Background: an optimization exercise with open tools, aiming at small area, a short achievable clock period and few clock cycles. Do not read the settings as production practice. The RTL was checked by simulation tests, not by an equivalence proof against the original design. Power and IR drop assume default switching activity.

==> design/flow/config.mk <==
export PLATFORM = sky130hd
export DESIGN_NAME = rv_multicycle_core
export DESIGN_NICKNAME = rv_multicycle_core
export VERILOG_FILES = /design/flow/design.v
export SDC_FILE = /design/flow/constraint.sdc
export NUM_CORES = 4
export LEC_CHECK = 0
export CAP_MARGIN = 20
export CORE_MARGIN = 2
export CORE_UTILIZATION = 40
export SLEW_MARGIN = 20
==> design/flow/constraint.sdc <==
create_clock -name core_clock -period 10.0 [get_ports {CLK}]
set_input_delay 2.0000 -clock core_clock [delete_from_list [all_inputs] [get_ports {CLK}]]
set_output_delay 2.0000 -clock core_clock [all_outputs]
set_load 0.01 [all_outputs]
==> design/flow/design.v <==
module rv_multicycle_core #(
  parameter int              NREG     = 32,
  parameter int              PC_W     = 32,
  parameter logic [PC_W-1:0] RESET_PC = '0
) (
  input  logic            CLK,
  input  logic            RST,
  output logic [PC_W-1:0] IMEM_ADDR,
  input  logic [31:0]     IMEM_INST,
  input  logic            IMEM_VALID,
  output logic [31:0]     OUT,
  output logic            HALTED,
  output logic            TRAP,
  output logic [31:0]     RETIRED
);
  localparam logic [6:0]  OP_R  = 7'b0110011;
  localparam logic [6:0]  OP_I  = 7'b0010011;
  localparam logic [6:0]  F7_Z  = 7'b0000000;
  localparam logic [6:0]  F7_A  = 7'b0100000;
  localparam logic [31:0] ECALL = 32'h0000_0073;
  logic [PC_W-3:0] pcw;             
  logic            dv;              
  logic [31:0]     ir;
  logic            ev;              
  logic            ewe;             
  logic [4:0]      erd;
  logic [31:0]     ea, eb;
  logic            fwd_a, fwd_b;
  logic            e_sub, e_add, e_lt, e_slt, e_sll, e_sr, e_sra, e_xor, e_or, e_and;
  logic            wv;              
  logic [4:0]      wrd;
  logic [31:0]     out_q, retired_q;
  logic            halted_q, trap_q;
  logic [31:1]     rvalid;
  logic [31:0]     regs [1:31];
  logic [6:0] opcode, funct7;
  logic [2:0] funct3;
  logic [4:0] rd, rs1, rs2;
  assign opcode = ir[6:0];
  assign rd     = ir[11:7];
  assign funct3 = ir[14:12];
  assign rs1    = ir[19:15];
  assign rs2    = ir[24:20];
  assign funct7 = ir[31:25];
  logic is_r, is_i, legal, is_ecall, stop_d, go_d;
  always_comb begin
    is_r  = (opcode == OP_R);
    is_i  = (opcode == OP_I);
    legal = 1'b0;
    if (is_r)
      legal = (funct7 == F7_Z) || (funct7 == F7_A && (funct3 == 3'b000 || funct3 == 3'b101));
    else if (is_i) begin
      if (funct3 == 3'b001)      legal = (funct7 == F7_Z);
      else if (funct3 == 3'b101) legal = (funct7 == F7_Z || funct7 == F7_A);
      else                       legal = 1'b1;
    end
    is_ecall = (ir == ECALL);
    stop_d   = dv && !legal;
    go_d     = dv && legal;
  end
  logic [31:0] rf_w [32];
  logic [31:0] rv_w;
  always_comb begin
    rf_w[0] = '0;
    for (int i = 1; i < 32; i++) rf_w[i] = regs[i];
    rv_w = {rvalid, 1'b0};
  end
  function automatic logic [31:0] rf_read(input logic [4:0] r);
    logic [31:0] v;
    v = rv_w[r] ? rf_w[r] : '0;
    if (wv && wrd == r) v = out_q;
    rf_read = v;
  endfunction
  logic [31:0] rs1_v, rs2_v, imm, b_d;
  logic        fa_d, fb_d;
  always_comb begin
    rs1_v = rf_read(rs1);
    rs2_v = rf_read(rs2);
    imm   = {{20{ir[31]}}, ir[31:20]};
    b_d   = is_r ? rs2_v : imm;
    fa_d  = ev && ewe && (erd == rs1);
    fb_d  = is_r && ev && ewe && (erd == rs2);
  end
  logic [31:0] a, b, bx, sum, sh_in, shr, res;
  logic [33:0] add_w;
  logic        fill, lt, carry;
  function automatic logic [31:0] rev32(input logic [31:0] x);
    for (int i = 0; i < 32; i++) rev32[i] = x[31-i];
  endfunction
  always_comb begin
    a     = fwd_a ? out_q : ea;
    b     = fwd_b ? out_q : eb;
    bx    = b ^ {32{e_sub}};
    add_w = {1'b0, a, 1'b1} + {1'b0, bx, e_sub};
    sum   = add_w[32:1];
    carry = add_w[33];
    lt    = e_slt ? ((a[31] ^ b[31]) ? a[31] : sum[31]) : !carry;
    sh_in = e_sll ? rev32(a) : a;
    fill  = e_sra & a[31];
    shr   = 32'($signed({fill, sh_in}) >>> b[4:0]);
    res   = ({32{e_add}} & sum)
          | {31'd0, e_lt & lt}
          | ({32{e_sll}} & rev32(shr))
          | ({32{e_sr}}  & shr)
          | ({32{e_xor}} & (a ^ b))
          | ({32{e_or}}  & (a | b))
          | ({32{e_and}} & (a & b));
  end
  always_ff @(posedge CLK) begin
    ir <= IMEM_INST;
    if (!RST) begin
      pcw      <= RESET_PC[PC_W-1:2];
      dv       <= 1'b0;
      ev       <= 1'b0;
      ewe      <= 1'b0;
      wv       <= 1'b0;
      out_q    <= '0;
      retired_q <= '0;
      halted_q <= 1'b0;
      trap_q   <= 1'b0;
      rvalid   <= '0;
    end else begin
      if (halted_q || trap_q) begin
        dv <= 1'b0;
      end else if (stop_d) begin
        pcw      <= pcw - 1'b1;       
        dv       <= 1'b0;
        halted_q <= is_ecall;
        trap_q   <= !is_ecall;
      end else begin
        dv <= IMEM_VALID;
        if (IMEM_VALID) pcw <= pcw + 1'b1;
      end
      ev  <= go_d;
      ewe <= go_d && (rd != 5'd0);
      if (ev) retired_q <= retired_q + 32'd1;
      if (ev && ewe) out_q <= res;
      wv <= ev && ewe;
      if (wv) rvalid[wrd] <= 1'b1;
    end
    erd   <= rd;
    ea    <= rs1_v;
    eb    <= b_d;
    fwd_a <= fa_d;
    fwd_b <= fb_d;
    e_sub <= (funct3 == 3'b000 && is_r && ir[30]) || funct3 == 3'b010 || funct3 == 3'b011;
    e_add <= (funct3 == 3'b000);
    e_lt  <= (funct3 == 3'b010 || funct3 == 3'b011);
    e_slt <= (funct3 == 3'b010);
    e_sll <= (funct3 == 3'b001);
    e_sr  <= (funct3 == 3'b101);
    e_sra <= ir[30];
    e_xor <= (funct3 == 3'b100);
    e_or  <= (funct3 == 3'b110);
    e_and <= (funct3 == 3'b111);
    wrd   <= erd;
  end
  for (genvar i = 1; i < 32; i++) begin : g_rf
    always_ff @(posedge CLK)
      if (wv && wrd == 5'(i)) regs[i] <= out_q;
  end
  assign IMEM_ADDR = {pcw, 2'b00};
  assign OUT       = out_q;
  assign TRAP      = trap_q;
  assign HALTED    = halted_q;
  assign RETIRED   = retired_q;
endmodule
==> design/flow/run.sh <==
#!/bin/bash
# synth_recipe.tcl (not shown) runs the flow's synth.tcl, then flattens the netlist and writes it again
# the make line also repeats each setting of config.mk as NAME=value (left out here)
make -C /OpenROAD-flow-scripts/flow DESIGN_CONFIG=/design/flow/config.mk WORK_HOME=/design/flow/orfs CLKGATE_MAP_FILE= SYNTH_SCRIPT=/design/flow/synth_recipe.tcl finish
==> impl_results.md, run 1 <==
* Most frequent cells in the layout: edfxtp_1, a221oi_1, a22o_1
* Top FF cell, synth: edfxtp_1
* GR Overflow Total at 0
* Max Clock Freq at 202 MHz
* Final Cycle Share at a little under 50%
* Cells along the critical path: xor2_1, o21ai_0, a41oi_1, nor3_1, nand2b_1, clkinv_1, buf_16, ha_1, a21oi_1, o21bai_1, a21o_1, and2_1, o31ai_1, nor3_1, o21ai_1, a21oi_1, a31o_2, a211o_1
* Critical-path top delay cell: o31ai_1
* Post-route worst setup slack at 5.05 ns
* Adder-Cell Fraction of Synth Area at 2.96%
* Layout cell share with drive strength beyond 1 at 11.7%
* Hold_ws at 0.352 ns
* Detailed Place HPWL at 143 mm
* Area growth syn-to-layout at 14.6%
* # hold bufs at CTS at 0
* Element type at the critical path start: register
* Worst min path class: register to register
* Cts bufs inserted at 134
* CTS Sinks at 1241
* Routability congestion estimate at 0.921
* First-pass GRT wire length at 368 mm
* Pwr Density at 170 nW/um2
* Crit path DAT at 5.62 ns
* Leakage power at 0.0207 uW
* Die Area at 150000 um2
* PortBufs at 130
* Async SR Flop Fraction at 0%
* Nets@finish at slightly below 5000
* Antenna Nets Post-Route at 0
* Initial antenna violation count at 18
* Post-synthesis register bit count at 1241
* Post-synth EDFFs at 992
* Vias in the first global route at 46600
* Initial DRC Count at between 10000 and 15000
* Cells after synthesis at 4606
* Synth Cell Area at 58600 um2
* Seq/Total Area, Yosys at 59.4%
* Final core occ at a little under half
* Clock Latency Late Sink at 0.80 ns
* Max IR drop VDD at 0.000181 V
* WL final at 270 mm
* Ys Warns at 3
* Max Cap Viol at 0
* Slew HR at 9.53%
* WP data required at 10.67 ns
* Die W at 387 um
* Post-synthesis mux area share at 4.37%
* Placeable Area at 146000 um2
* Synth Area in XOR/XNOR at 1.94%
* Row count at 140
* 1st-pass router iterations at 11
* Via-per-instance ratio at 7.36
* Mean post-synth cell area at 12.7 um2
* GRT Util Overall at 34.8%
* Largest family of logic cells by synthesized area: compound AO/OA/AOI/OAI gates
* CTS tree: yes
* RSZ-0062 raised after global routing: no
* Status: complete, no violations
* Pre-CTS WS at 5.10 ns
* Final hold violation count at 0
* Max-slew violations at 0
* Clock Root Buffer: clkbuf_16
* Synth Area in Simple Gates at under 10%
* Clock Skew at 0.0259 ns
* Setup violations, final at 0
* I/O pins at 133
* R2r setup slk at around 5 ns
* Critical path peak fanout at 19
* Commonest non-fill, non-tap cell in the layout: edfxtp_1
* # resized after CTS at 0
* Die Y-Extent at about 390 um
* Post-route DRC at 0
* Largest net degree at the start of global routing at 87
* CTS H-tree depth at 4
* Count of cell types in the netlist at 85
* Initial core utilization at between 40 and 50%
* DR vias at 49400
* Postcts setup bufs at 0
* Clock-pin slew on the worst setup and hold paths at 0.06 ns
* Critical Path End Type: register
* Period minus WS final at just under 5 ns
* Slowest stage delay, CP at 0.51 ns
* Setup tns final at 0 ns
* Buffers from clock root to sink, at most at 3
* Synth Area in Compound Gates at 20.9%
* Actual slew at the worst max-slew pin at around 1.4 ns
* WS Path Type: register to register
* WL/cell at 40.2 um
## power by group
group / internal [uW] / total (uW) / switching [uW]
sequential: 5520 / 5560 / 39.3
combinational: 299 / 800 / 501
clock: 2900 / 5070 / 2170
## flip-flops by register name, summed over array words and instances (netlist names), 5 cells and up
register	flops
retired_q	32
pcw	30
ea	32
ir	32
rvalid	31
regs	992
out_q	32
eb	32
erd	5
wrd	5
## through the flow
| step | total power, uW | std cells | instance area [um2] |
|---|---|---|---|
| after global routing | 11700 | 6712 | 67100 |
| after detailed placement | 6430 | 6468 | 62700 |
| after CTS | 11400 | 6708 | 67100 |
| final | 11400 | 6716 | 67100 |
| after floorplan | 6160 | 4607 | 58600 |
| after global placement | 6430 | 6468 | 62700 |
## layout make-up
class,instances,area [um2]
sequential,1241,34800
inverter,99,374
tap,1917,2400
timing repair buffer,283,2460
clock buffer,166,3650
multi-input combinational,2929,22700
antenna,7,17.5
clock inverter,74,762
fill,12900,78400
## worst max-delay path: cells and delay by family, from the launching register on
family / cells / cell delay [ns]
flip-flops: 1 / 0.49
buffers and inverters: 2 / 0.82
AND/OR/NAND/NOR: 4 / 0.75
AO/OA/AOI/OAI: 10 / 2.31
XOR/XNOR: 1 / 0.10
adder cells (fa/ha/maj): 1 / 0.35
## cell families after synthesis
kind of cell | Yosys count
simple gates | 895
fa+ha+maj | 138
flops | 1241
mux | 182
other cells | 1
xor+xnor | 130
compound gates | 1582
buf+inv | 437
## routing by layer
metal | part of all wire (%) | routed length [um] | up-vias | track usage (%)
li1 | - | - | 19000 | -
met5 | 0.14 | 386 | - | 0.574
met2 | 41 | 110000 | 5183 | 49.5
met1 | 34 | 92000 | 23800 | 42.5
met3 | 17 | 46300 | 1473 | 16.1
met4 | 7.9 | 21400 | 29 | 21.7
## synth_stat cells (all sizes together), types with 21 or more instances
| library cell | number | area share, % |
|---|---|---|
| a21o | 29 | 0.37 |
| o21bai | 33 | 0.42 |
| xor2 | 49 | 0.73 |
| o211ai | 34 | 0.44 |
| nor2 | 264 | 1.7 |
| nor3 | 30 | 0.26 |
| clkbuf | 256 | 1.7 |
| buf | 82 | 0.85 |
| nand2 | 261 | 1.7 |
| dfxtp | 249 | 8.5 |
| mux2 | 22 | 0.45 |
| mux4 | 50 | 2.0 |
| a22oi | 115 | 1.5 |
| a31oi | 21 | 0.22 |
| o21ai | 150 | 1.3 |
| xnor2 | 81 | 1.2 |
| inv | 96 | 0.62 |
| nand4 | 138 | 1.5 |
| or3 | 22 | 0.23 |
| a211oi | 25 | 0.33 |
| a22o | 402 | 6.0 |
| a222oi | 64 | 1.1 |
| nand2b | 21 | 0.22 |
| a221oi | 421 | 6.3 |
| edfxtp | 992 | 51 |
| mux2i | 110 | 1.9 |
| nand3 | 70 | 0.60 |
| ha | 137 | 2.9 |
| a21oi | 206 | 1.8 |
| and3 | 23 | 0.25 |
## path summary, 6_finish.rpt
kind / start / to / cells past startpoint
worst max-delay path: ir[14] / pcw[28] / 18
worst min-delay path: ir[8] / erd[1] / 0
worst max register to register: ir[14] / pcw[28] / 18
worst min register to register: ir[8] / erd[1] / 0
Testbench counts, summed over its fixed seeds: cycles 6,481.
==> run 2: changes to the inputs <==
--- a/design/flow/design.v
+++ b/design/flow/design.v
@@ -26,4 +26,5 @@
   logic [4:0]      erd;
-  logic [31:0]     ea, eb;
-  logic            fwd_a, fwd_b;
+  logic [31:0]     ea, eb;          
+  logic [3:0]      sh_lo, sh_md;    
+  logic            sh_hi;           
   logic            e_sub, e_add, e_lt, e_slt, e_sll, e_sr, e_sra, e_xor, e_or, e_and;
@@ -31,3 +32,3 @@
   logic [4:0]      wrd;
-  logic [31:0]     out_q, retired_q;
+  logic [31:0]     out_q, wr_q, retired_q;
   logic            halted_q, trap_q;
@@ -70,3 +71,3 @@
     v = rv_w[r] ? rf_w[r] : '0;
-    if (wv && wrd == r) v = out_q;
+    if (wv && wrd == r) v = wr_q;
     rf_read = v;
@@ -74,3 +75,4 @@
   logic [31:0] rs1_v, rs2_v, imm, b_d;
-  logic        fa_d, fb_d;
+  logic        fa_d, fb_d, sub_d;
+  logic [4:0]  amt_d;
   always_comb begin
@@ -82,6 +84,7 @@
     fb_d  = is_r && ev && ewe && (erd == rs2);
+    sub_d   = (funct3 == 3'b000 && is_r && ir[30]) || funct3 == 3'b010 || funct3 == 3'b011;
+    amt_d   = fb_d ? res[4:0] : b_d[4:0];
   end
-  logic [31:0] a, b, bx, sum, sh_in, shr, res;
-  logic [33:0] add_w;
-  logic        fill, lt, carry;
+  logic [31:0] a, b, bx, g, p, gg, pp, sum, sh_in, s1, s2, shr, res;
+  logic        fill, lt, cout;
   function automatic logic [31:0] rev32(input logic [31:0] x);
@@ -90,12 +93,33 @@
   always_comb begin
-    a     = fwd_a ? out_q : ea;
-    b     = fwd_b ? out_q : eb;
-    bx    = b ^ {32{e_sub}};
-    add_w = {1'b0, a, 1'b1} + {1'b0, bx, e_sub};
-    sum   = add_w[32:1];
-    carry = add_w[33];
-    lt    = e_slt ? ((a[31] ^ b[31]) ? a[31] : sum[31]) : !carry;
+    a     = ea;
+    b     = eb;
+    bx = eb;
+    g  = a & bx;
+    p  = a ^ bx;
+    gg = g;
+    pp = p;
+    gg[0] = g[0] | (p[0] & e_sub);
+    for (int l = 0; l < 5; l++)
+      for (int i = 0; i < 32; i++)
+        if (i[l]) begin
+          gg[i] = gg[i] | (pp[i] & gg[((i >> l) << l) - 1]);
+          pp[i] = pp[i] & pp[((i >> l) << l) - 1];
+        end
+    sum  = p ^ {gg[30:0], e_sub};
+    cout = gg[31];
+    lt    = e_slt ? ((a[31] == bx[31]) ? a[31] : sum[31]) : !cout;
     sh_in = e_sll ? rev32(a) : a;
     fill  = e_sra & a[31];
-    shr   = 32'($signed({fill, sh_in}) >>> b[4:0]);
+    for (int i = 0; i < 32; i++) begin
+      s1[i] = 1'b0;
+      for (int k = 0; k < 4; k++)
+        s1[i] = s1[i] | (sh_lo[k] & ((i + k < 32) ? sh_in[(i + k) % 32] : fill));
+    end
+    for (int i = 0; i < 32; i++) begin
+      s2[i] = 1'b0;
+      for (int k = 0; k < 4; k++)
+        s2[i] = s2[i] | (sh_md[k] & ((i + 4 * k < 32) ? s1[(i + 4 * k) % 32] : fill));
+    end
+    for (int i = 0; i < 32; i++)
+      shr[i] = sh_hi ? ((i + 16 < 32) ? s2[(i + 16) % 32] : fill) : s2[i];
     res   = ({32{e_add}} & sum)
@@ -108,2 +132,7 @@
   end
+  logic [PC_W-3:0] pc_inc, pc_stop;
+  logic [31:0]     retired_nx;
+  assign retired_nx = ev ? retired_q + 32'd1 : retired_q;
+  assign pc_inc     = pcw + 1'b1;
+  assign pc_stop    = RESET_PC[PC_W-1:2] + retired_nx[PC_W-3:0];
   always_ff @(posedge CLK) begin
@@ -125,3 +154,3 @@
       end else if (stop_d) begin
-        pcw      <= pcw - 1'b1;       
+        pcw      <= pc_stop;          
         dv       <= 1'b0;
@@ -131,3 +160,3 @@
         dv <= IMEM_VALID;
-        if (IMEM_VALID) pcw <= pcw + 1'b1;
+        if (IMEM_VALID) pcw <= pc_inc;
       end
@@ -135,3 +164,3 @@
       ewe <= go_d && (rd != 5'd0);
-      if (ev) retired_q <= retired_q + 32'd1;
+      retired_q <= retired_nx;
       if (ev && ewe) out_q <= res;
@@ -140,8 +169,10 @@
     end
+    wr_q  <= res;                     
     erd   <= rd;
-    ea    <= rs1_v;
-    eb    <= b_d;
-    fwd_a <= fa_d;
-    fwd_b <= fb_d;
-    e_sub <= (funct3 == 3'b000 && is_r && ir[30]) || funct3 == 3'b010 || funct3 == 3'b011;
+    ea    <= fa_d ? res : rs1_v;
+    eb    <= fb_d ? (res ^ {32{sub_d}}) : (b_d ^ {32{sub_d}});
+    sh_lo <= 4'b0001 << amt_d[1:0];
+    sh_md <= 4'b0001 << amt_d[3:2];
+    sh_hi <= amt_d[4];
+    e_sub <= sub_d;
     e_add <= (funct3 == 3'b000);
@@ -159,3 +190,3 @@
     always_ff @(posedge CLK)
-      if (wv && wrd == 5'(i)) regs[i] <= out_q;
+      if (wv && wrd == 5'(i)) regs[i] <= wr_q;
   end
==> design/flow/flow/run.sh (new file) <==
#!/bin/bash
# The standard layout (the standard.sh: the standard flow's synthesis script, ORFS floorplan to finish) with
#  - no full/half-adder extraction in synthesis (ADDER_MAP_FILE empty): the adder is written
#    out in the RTL as a parallel-prefix network, and the library's full-adder cells would
#    make it slower; registers are the same as the standard synthesis's;
#  - timing repair aiming for a setup margin below the 10 ns clock, so that the layout's
#    achieved period is pushed down (the SDC and the clock period are unchanged);
#  - a clock tree with larger sink clusters and no dummy loads, which has fewer buffers.
# make's output goes to standard.log; ORFS writes each step's log under orfs/logs/.
bash standard.sh ADDER_MAP_FILE= SETUP_SLACK_MARGIN=6.8 \
  "CTS_ARGS=-sink_clustering_enable -repair_clock_nets -dont_use_dummy_load -sink_clustering_size 25 -sink_clustering_max_diameter 150" \
  finish > standard.log 2>&1
==> design/flow/standard.sh (new file) <==
#!/bin/bash
# synth_recipe.tcl (not shown) runs the flow's synth.tcl, then flattens the netlist and writes it again
# the make line also repeats each setting of config.mk as NAME=value (left out here)
make -C /OpenROAD-flow-scripts/flow DESIGN_CONFIG=/design/flow/config.mk WORK_HOME=/design/flow/orfs CLKGATE_MAP_FILE= SYNTH_SCRIPT=/design/flow/synth_recipe.tcl "${@:-finish}"
removed: design/flow/run.sh
==> impl_results.md, run 2 <==
* CP top delay family: compound AO/OA/AOI/OAI gates
* Area growth syn-to-layout at 18.0%
* Element type at the critical path start: register
* GR Overflow Total at 0 (unchanged)
* I/O pins at 133 (unchanged)
* Max Clock Freq at 306 MHz (+52%)
* Biggest register: regs
* Routability congestion estimate at 0.970 (+5.4%)
* Die Y-Extent at 381 um (-1.4%)
* WS Path Type: register to register
* Cells after synthesis at 4685 (+1.7%)
* WL final at 275 mm (+1.8%)
* Period minus WS final at 3.27 ns (-1.68 ns)
* CTS tree: yes
* CTS H-tree depth at 2 (-2)
* Top FF cell, synth: edfxtp_1
* Buffers from clock root to sink, at most at 3 (unchanged)
* First-pass GRT wire length at 370 mm (+0.71%)
* Max FFs per register at 992 (unchanged)
* Setup tns final at 0 ns (unchanged)
* Clock-pin slew on the worst setup and hold paths at 0.11 ns (+0.05 ns)
* Nets@finish at 4948 (+1.8%)
* GRT Util Overall at 36.1% (+1.3 points)
* Async SR Flop Fraction at 0% (unchanged)
* Post-synthesis register bit count at 1280 (+3.1%)
* Vias in the first global route at 46000 (-1.3%)
* Critical path peak fanout at 26 (+7)
* Cts bufs inserted at 57 (-57%)
* RSZ-0062 raised after global routing: yes
* Hold_ws at 0.360 ns (+0.00823 ns)
* Max-slew violations at 0 (unchanged)
* Via-per-instance ratio at 7.38 (+0.24%)
* Most frequent cells after synthesis: edfxtp_1, a22oi_1, nand2_1, clkbuf_1, dfxtp_1
* Max Cap Viol at 0 (unchanged)
* Largest net degree at the start of global routing at 116 (+33%)
* Initial antenna violation count at 6 (-12)
* Clock Skew at 0.0795 ns (+0.0536 ns)
* Most frequent cells in the layout: edfxtp_1, a22oi_1, nand2_1
* Worst min path class: register to register
* Initial core utilization at 40.3% (+0.054 points)
* Post-synth EDFFs at 992 (unchanged)
* Setup violations, final at 0 (unchanged)
* Buf+Inv Stages, Crit Path at 4 (+2)
* Most frequent CP cell: buf_4
* Post-route DRC at 0 (unchanged)
* Row count at 138 (-1.4%)
* DR vias at 50200 (+1.6%)
* Ys Warns at 3 (unchanged)
* WL/cell at 40.3 um (+0.39%)
* Clock Root Buffer: clkbuf_16
* Die Area at 146000 um2 (-2.7%)
* Clock Latency Late Sink at 0.77 ns (-0.03 ns)
* Most area-consuming cells after synthesis: edfxtp_1, dfxtp_1, a22oi_1
* Mean post-synth cell area at 12.2 um2 (-4.4%)
* Top-count cell post-synth: edfxtp_1
* Biggest area consumer among synthesized cells: edfxtp_1
* Fill cells at 12300 (-4.5%)
* Final Cycle Share at 32.7% (-17 points)
* Max IR drop VDD at 0.000158 V (-13%)
* Area of the multi-input gates at 22200 um2 (-2.2%)
* 1st-pass router iterations at 13 (+2)
* Commonest non-fill, non-tap cell in the layout: edfxtp_1
* Antenna Nets Post-Route at 0 (unchanged)
* Slowest stage delay, CP at 0.46 ns (-0.05 ns)
* # hold bufs at CTS at 0 (unchanged)
* Cells along the critical path: bufbuf_16, buf_4, nand2b_4, buf_4, nor2_4, buf_12, a222oi_1, nand3_1, nor3_2, a21oi_2, a211oi_2, nor2_1, a21oi_1, xnor2_1
* Count of cell types in the netlist at 79 (-7.1%)
* Initial DRC Count at 12000 (+3.4%)
* Layout cell share with drive strength beyond 1 at 23.4% (+12 points)
* Share of the synthesized area in the top cell type at 52.3% (+1.4 points)
* Final hold violation count at 0 (unchanged)
* Detailed Place HPWL at 145 mm (+1.9%)
* Slew HR at 13.8% (+4.3 points)
* CTS Sinks at 1280 (+3.1%)
* Placeable Area at 141000 um2 (-2.9%)
* Critical-path top delay cell: a222oi_1
* WP data required at 10.60 ns (-0.07 ns)
* Critical Path End Type: register
* PortBufs at 130 (unchanged)
* Synth Cell Area at 57000 um2 (-2.7%)
* Crit path DAT at 3.86 ns (-1.76 ns)
* Pwr Density at 148 nW/um2 (-13%)
* Actual slew at the worst max-slew pin at 1.29 ns (-0.0627 ns)
* Register area at 35900 um2 (+3.1%)
* Die W at 381 um (-1.4%)
* Leakage power at 0.0226 uW (+9.1%)
* Seq/Total Area, Yosys at 62.4% (+3.0 points)
* Status: complete, no violations
run 2: changes by cell type after synthesis, moves of 87 or more:
cell | before | now
a221oi_1 | 420 | 176
a22oi_1 | 114 | 679
nand2_1 | 259 | 399
mux2i_1 | 107 | 7
ha_1 | 137 | 0
nand4_1 | 138 | 51
a22o_1 | 402 | 167
run 2: cell type report:
type	count	area share (%)
sequential	1280	53.3
multi-input combinational	2987	33.0
timing repair buffer	537	7.76
tap	1890	3.51
clock buffer	57	2.12
inverter	50	0.285
antenna	8	0.0298
run 2: kinds of logic after synthesis:
logic type,after synthesis,share of synthesized area (%)
compound gates,1674,21.7
flops,1280,62.4
simple gates,1087,8.93
buf+inv,419,2.84
xor+xnor,146,2.24
mux,61,1.55
fa+ha+maj,17,0.316
other cells,1,0.00658
run 2: stage by stage:
step	instance area (um2)	utilization (%)	instances	power, uW	worst slack [ns]
finish	67300	47.6	6809	9950	6.73
global route	67300	47.6	6801	10200	6.60
CTS	65300	46.2	6723	9750	6.71
detailed placement	61100	43.2	6489	7090	5.59
global placement	61100	43.2	6489	7090	5.57
floorplan	57000	-	4686	6660	6.44
run 2: report_power, final:
part / internal [uW] / switching [uW] / total (uW)
Combinational: 399 / 716 / 1110
Sequential: 5910 / 238 / 6150
Clock: 1020 / 1670 / 2680
Total: 7330 / 2620 / 9950
run 2: final timing paths:
path | startpoint | end | slack, ns | depth (start not counted)
setup / recovery | ir[20] | eb[25] | 6.73 | 14
hold / removal | ir[9] | erd[2] | 0.36 | 0
setup reg to reg | ir[20] | eb[25] | 6.73 | 14
hold reg to reg | ir[9] | erd[2] | 0.36 | 0
run 2: repair_timing:
item	CTS	global route
endpoints found under the setup margin	259	227
cloned	7	2
buffers inserted	170	76
resized for setup	888	288
pin swaps	79	99
run 2: layer usage:
metal | vias to the layer above | wire [um] | global-route usage, %
met5 | - | 257 | 0.463
met4 | 12 | 23900 | 21.8
met3 | 1560 | 46700 | 15.8
met2 | 5402 | 112000 | 51.8
met1 | 24100 | 91900 | 44.6
li1 | 19100 | - | -
Testbench counts of run 2, summed over its fixed seeds: cycles 6,481.
==> run 3: changes to the inputs <==
--- a/design/flow/flow/run.sh
+++ b/design/flow/flow/run.sh
@@ -5,2 +5,4 @@
 #    make it slower; registers are the same as the standard synthesis's;
+#  - every input and output port buffered, as in the standard flow, but with buf_4 rather than
+#    the delay buffer buffer_ports picks by default;
 #  - timing repair aiming for a setup margin below the 10 ns clock, so that the layout's
@@ -10,2 +12,3 @@
 bash standard.sh ADDER_MAP_FILE= SETUP_SLACK_MARGIN=6.8 \
+  "BUFFER_PORTS_ARGS=-inputs -outputs -buffer_cell sky130_fd_sc_hd__buf_4" \
   "CTS_ARGS=-sink_clustering_enable -repair_clock_nets -dont_use_dummy_load -sink_clustering_size 25 -sink_clustering_max_diameter 150" \
==> impl_results.md, run 3 <==
* Status: complete, no violations
* Max FFs per register at 992 (unchanged)
* Clock Skew at 0.0425 ns (-0.0370 ns)
* Actual slew at the worst max-slew pin at 1.14 ns (-0.151 ns)
* Max Clock Freq at 304 MHz (-0.60%)
* # hold bufs at CTS at 0 (unchanged)
* Via-per-instance ratio at 7.35 (-0.37%)
* Placeable Area at 141000 um2 (unchanged)
* Layout cell share with drive strength beyond 1 at 23.0% (-0.33 points)
* PortBufs at 130 (unchanged)
* I/O pins at 133 (unchanged)
* Most frequent cells after synthesis: edfxtp_1, a22oi_1, nand2_1, clkbuf_1, dfxtp_1
* Element type at the critical path start: register
* GR Overflow Total at 0 (unchanged)
* Busiest grt layer: met2
* CP endpoint: eb[30]
* Initial antenna violation count at 13 (+7)
* DR vias at 49700 (-1.0%)
* Worst reg2reg path endpoint: eb[30]
* First-pass GRT wire length at 363 mm (-1.9%)
* Share of the synthesized area in the top cell type at 52.3% (unchanged)
* Fin area at 66800 um2 (-0.78%)
* Ys Warns at 3 (unchanged)
* Antenna Nets Post-Route at 0 (unchanged)
* Die Y-Extent at 381 um (unchanged)
* Critical path startpoint: ir[20]
* Post-route DRC at 0 (unchanged)
* Final core occ at 47.2% (-0.37 points)
* CTS Sinks at 1280 (unchanged)
* CTS H-tree depth at 2 (unchanged)
* Met3 Use GR at 15.7% (-0.12 points)
* Biggest area consumer among synthesized cells: edfxtp_1
* Nets@finish at 4901 (-0.95%)
* Seq/Total Area, Yosys at 62.4% (unchanged)
* Biggest register: regs
* Async SR Flop Fraction at 0% (unchanged)
* Detailed Place HPWL at 143 mm (-1.9%)
* Synth Cell Area at 57000 um2 (unchanged)
* WS Path Type: register to register
* Worst min path class: register to register
* Final Cycle Share at 32.9% (+0.20 points)
* Worst R2R Start: ir[20]
* CTS tree: yes
* Met1 usage at 43.3% (-1.3 points)
* Largest net degree at the start of global routing at 107 (-7.8%)
* Clock Root Buffer: clkbuf_16
* Row count at 138 (unchanged)
* Area post-placement at 60700 um2 (-0.60%)
* Critical path peak fanout at 8 (-69%)
* Finished Layout Cells at 6763 (-0.68%)
* Cells along the critical path: buf_12, mux4_2, mux4_2, o211ai_1, buf_4, buf_12, a21oi_2, a211oi_2, o22ai_1, a21oi_1, xnor2_1
* Cells after synthesis at 4685 (unchanged)
* Max-slew violations at 0 (unchanged)
* Clock Latency Late Sink at 0.74 ns (-0.03 ns)
* Most frequent cells in the layout: edfxtp_1, a22oi_1, nand2_1
* Slowest stage delay, CP at 0.49 ns (+0.03 ns)
* Met2 Usage GRT at 50.7% (-1.1 points)
* Die W at 381 um (unchanged)
* Crit path DAT at 3.88 ns (+0.02 ns)
* Pwr Density at 149 nW/um2 (+0.62%)
* Critical-path top delay cell: mux4_2
* Commonest non-fill, non-tap cell in the layout: edfxtp_1
* Max IR drop VDD at 0.000142 V (-10%)
* Area growth syn-to-layout at 17.1%
* Period minus WS final at 3.29 ns (+0.0196 ns)
* Post-route worst setup slack at 6.71 ns (-0.0196 ns)
* Max Cap Viol at 0 (unchanged)
* WL final at 271 mm (-1.4%)
* Initial core utilization at 40.3% (unchanged)
* Post-synthesis register bit count at 1280 (unchanged)
* Buffers from clock root to sink, at most at 3 (unchanged)
* Vias in the first global route at 45700 (-0.74%)
* Top FF cell, synth: edfxtp_1
* Pre-CTS WS at 5.44 ns (-0.149 ns)
* Count of cell types in the netlist at 79 (unchanged)
* Reg2Reg Depth at 11 (-3)
* Placed cell count at 6483 (-0.092%)
* Clock-pin slew on the worst setup and hold paths at 0.10 ns (about the same)
* Die Area at 146000 um2 (unchanged)
* Critical Path End Type: register
* Fill cells at 12300 (+0.47%)
* Routability congestion estimate at 0.946 (-2.5%)
* GRT Util Overall at 35.3% (-0.73 points)
* Post-synth EDFFs at 992 (unchanged)
* Setup violations, final at 0 (unchanged)
* Mean post-synth cell area at 12.2 um2 (unchanged)
* Top-count cell post-synth: edfxtp_1
* R2r setup slk at 6.71 ns (-0.02 ns)
* WP data required at 10.59 ns (about the same)
* Leakage power at 0.0223 uW (-1.0%)
* Initial DRC Count at 11500 (-4.4%)
* WL/cell at 40.0 um (-0.76%)
* Most area-consuming cells after synthesis: edfxtp_1, dfxtp_1, a22oi_1
* Final hold violation count at 0 (unchanged)
* Cts bufs inserted at 57 (unchanged)
* Slew HR at 24.0% (+10 points)
* 1st-pass router iterations at 11 (-2)
* Setup tns final at 0 ns (unchanged)
* RSZ-0062 raised after global routing: yes
-- run 3: metal layers --
metal / part of all wire (%) / up-vias
met5: 0.045 / -
met4: 8.7 / 10
met3: 17 / 1470
met2: 41 / 5169
met1: 33 / 24000
li1: - / 19000
-- run 3: repair_timing --
item | in CTS | in global routing
pin swaps | 55 | 90
setup endpoints to repair | 256 | 217
buffers inserted | 128 | 75
cloned | 5 | 6
gates resized for setup | 482 | 250
-- run 3: how the worst min path moves through the flow --
stage / startpoint / to / slack [ns] / cells after the start
finish: ir[10] / erd[3] / 0.35 / 0
global route: ir[10] / erd[3] / 0.36 / 0
CTS: ir[9] / erd[2] / 0.36 / 0
detailed placement: ir[10] / erd[3] / 0.34 / 0
global placement: ir[10] / erd[3] / 0.34 / 0
floorplan: ir[10] / erd[3] / 0.32 / 0
-- run 3: area by class of cell --
type                    instances  area, um2  share of cell area [%]
well taps                    1890       2360                    3.54
flip-flops and latches       1280      35900                    53.8
diodes                          9       22.5                  0.0337
repair buffers                488       4680                    7.02
clock buffers                  57       1430                    2.14
inverters                      50        191                   0.287
multi-input cells            2989      22200                    33.2
-- run 3: through the flow --
stage | power [uW] | hold slack, ns
finish | 9930 | 0.353
detailed placement | 7090 | 0.342
CTS | 9730 | 0.360
floorplan | 6660 | 0.323
global route | 10100 | 0.365
global placement | 7090 | 0.344
-- run 3: cells by family after synthesis --
kind of cell / count (synthesis) / synth area share, %
compound gates: 1674 / 21.7
flops: 1280 / 62.4
simple gates: 1087 / 8.93
buf+inv: 419 / 2.84
xor+xnor: 146 / 2.24
mux: 61 / 1.55
fa+ha+maj: 17 / 0.316
other cells: 1 / 0.00658
-- run 3: worst max-delay path, delay by kind of cell, from the launching register on --
| family | cells | cell delay [ns] |
|---|---|---|
| muxes | 2 | 0.97 |
| AOI/OAI and AO/OA | 5 | 1.09 |
| DFF | 1 | 0.40 |
| xor gates and xnor gates | 1 | 0.08 |
| buffers and inverters | 3 | 0.62 |
-- run 3: report_power, final --
group	total [uW]	leakage [uW]	internal [uW]	switching [uW]
Sequential	6140	0.0115	5910	225
Clock	2680	0.000702	1020	1670
Combinational	1110	0.0102	380	735

separate check: timing with driven ports:
In the flow no input, the clock included, has a driving cell. The finished layouts below were timed again as built, in two steps.
Step 1 (the two cells are an assumption about what drives the block):
set clk [get_ports {CLK}]
set_driving_cell -lib_cell sky130_fd_sc_hd__clkbuf_16 $clk
set_driving_cell -lib_cell sky130_fd_sc_hd__buf_2 [delete_from_list [all_inputs] $clk]
Step 2 adds t to the input delays and takes it off the output delays; t is the mean of the earliest and latest rising clock arrival at the registers after step 1. Input paths then give back, and output paths get back, about the clock's delay inside the block.
Slacks: no drivers / after step 1 / after step 2; pairs: no drivers / after step 1.
run | shift t [ns] | setup slack, ns | worst setup path at the end | clock arrival spread, ns | worst data-port slew with drivers (ns)
run 1 | 0.870 | 5.051 / 5.051 / 5.051 | register to register | 0.037 / 0.038 | 0.07
run 2 | 0.808 | 6.734 / 6.688 / 6.150 | input to register | 0.079 / 0.079 | 0.07
run 3 | 0.797 | 6.715 / 6.690 / 6.299 | input to register | 0.043 / 0.043 | 0.07
After both steps setup and hold are still met in every run listed. The setup slack of run 2, which loses most, moves by -0.046 ns with the drivers and by -0.584 ns with both steps.
